This design comes from an exercise in tuning for small area on the open sky130 flow, not from production work. Function was checked by simulation only, so behaviour that the tests miss may differ from the original. No activity file was given, so power comes from the tool's default toggle rates.

Setup of maple:
Design anemometer_period_speed_meter_top, start of the top module:
module anemometer_period_speed_meter_top (
  input  logic                           clk_i,
  input  logic                           rst_ni,
  input  logic                           in_valid_i,
  output logic                           in_ready_o,
  input  apm_pkg::in_word_t              in_word_i,
  output logic                           out_valid_o,
  input  logic                           out_ready_i,
  output apm_pkg::out_word_t             out_word_o,
  input  logic                           cfg_we_i,
  input  logic [apm_pkg::CfgIdxBits-1:0] cfg_index_i,
  input  logic [apm_pkg::DataBits-1:0]   cfg_data_i
);
For scale: ~1100 cells after synthesis, roughly 230 I/O pins.
Settings: LEC_CHECK=0, CAP_MARGIN=20, CORE_MARGIN=2, CORE_UTILIZATION=40, CTS_BUF_LIST=sky130_fd_sc_hd__clkbuf_16, CTS_CLUSTER_DIAMETER=100, CTS_CLUSTER_SIZE=25, SLEW_MARGIN=20; clock period 9.0 ns.
standard.sh (not shown) runs the stock make flow with config.mk's settings and CLKGATE_MAP_FILE= SYNTH_SCRIPT=/design/flow/synth_recipe.tcl, a recipe that flattens the netlist after the stock synthesis.
==> flow/flow/run.sh <==
#!/bin/bash
# The standard layout (the standard.sh), with the port buffers made of the smallest
# buffer cell instead of the resizer's default pick. Everything else is the standard flow.
set -euo pipefail
bash standard.sh BUFFER_PORTS_ARGS="-buffer_cell sky130_fd_sc_hd__buf_1" finish > standard_flow.log 2>&1
[inputs] zinc vs maple
--- a/flow/design.v
+++ b/flow/design.v
@@ -75,15 +75,15 @@
   logic        c_q;       
   logic        m_q;       
   logic        sg_q;      
   logic [61:0] u_q;       
   logic [31:0] r_q;       
   logic [16:0] x_q;       
   logic        sat_q;
-  always_ff @(posedge clk_i or negedge rst_ni) begin
+  always_ff @(posedge clk_i) begin
     if (!rst_ni) begin
       deb_q   <= apm_pkg::DebounceReset;
       stop_q  <= apm_pkg::StopReset;
       scale_q <= apm_pkg::ScaleReset;
     end else if (cfg_we_i) begin
       case (cfg_index_i)
         apm_pkg::CfgDebounce:    deb_q   <= cfg_data_i;
@@ -114,15 +114,15 @@
   always_comb begin
     cc[0] = ~in_word_i.operation;
     for (int i = 0; i < 32; i++) cc[i+1] = (r_q[i] & ~cmpb[i]) | (cc[i] & (r_q[i] | ~cmpb[i]));
   end
   assign cres = cc[32];
   assign counted    = (in_word_i.operation == apm_pkg::OpPulse) && cres;
   assign timeout    = (in_word_i.operation == apm_pkg::OpPoll) && last_nz && cres;
-  always_ff @(posedge clk_i or negedge rst_ni) begin
+  always_ff @(posedge clk_i) begin
     if (!rst_ni) begin
       last_q   <= '0;
       period_q <= '0;
     end else if (accept) begin
       if (counted) begin
         last_q  <= in_word_i.now_us;
         if (last_nz) period_q <= r_q;
@@ -132,15 +132,15 @@
     end
   end
   always_ff @(posedge clk_i) begin
     if (accept) pulse_q <= counted;
   end
   logic       inc;
   logic [7:0] sum;
-  always_ff @(posedge clk_i or negedge rst_ni) begin
+  always_ff @(posedge clk_i) begin
     if (!rst_ni) begin
       count_q <= '0;
     end else if (inc & pulse_q) begin
       case (sl_q)
         2'd0: count_q[7:0]   <= sum;
         2'd1: count_q[15:8]  <= sum;
         2'd2: count_q[23:16] <= sum;
## What came out
- In the reports for maple and zinc, the larger leakage power summed over all cells belongs to maple.
- Relative to maple, overall via count from detail_route increased by 13% in zinc.
- Measured against each other, maple and zinc differ in arrival time at the worst endpoint, the higher figure coming from maple.
- On power: between maple and zinc, it ends up lower for zinc.
- Measured against each other, maple and zinc differ in synthesized cell count, the lower figure coming from maple.
- Clock power improves in zinc relative to maple.
- Taking maple as the reference, in zinc number of signal-net inverters in the final layout increased 1; share of power burned in the clock network increased 3.3 points; wire length reported by the detailed router increased about 4%.
- Every run in the comparison, maple and zinc, completed the flow with a clean layout.
- Against maple as the reference, zinc delivers a higher setup clock skew after layout.

==> re-timing with driven ports <==
Ports are ideal in the flow. The routed layouts listed here were re-timed in OpenROAD.
Step 1 assumes that a clkbuf_16 drives the clock port and a buf_2 every other input.
Step 2 moves the port delays by t, midway between the first and last clock arrival at a register: inputs arrive t later, outputs are due t later. That takes back most of the time a late clock gives input paths.
a / b / c = ideal ports / drivers / drivers and shift; a / b = the first two.
run | shift t [ns] | slack for setup (ns) | hold slack, ns | worst register clock-pin slew, ns
maple | 0.573 | 0.770 / 0.770 / 0.629 | 0.451 / 0.451 / 0.451 | 0.11 / 0.11
zinc | 0.563 | 0.836 / 0.836 / 0.836 | 0.436 / 0.436 / 0.436 | 0.11 / 0.11
After both steps setup and hold are still met in every run listed. For maple, which loses most, drivers alone change the setup slack by 0.000 ns; drivers and shift together by -0.141 ns.
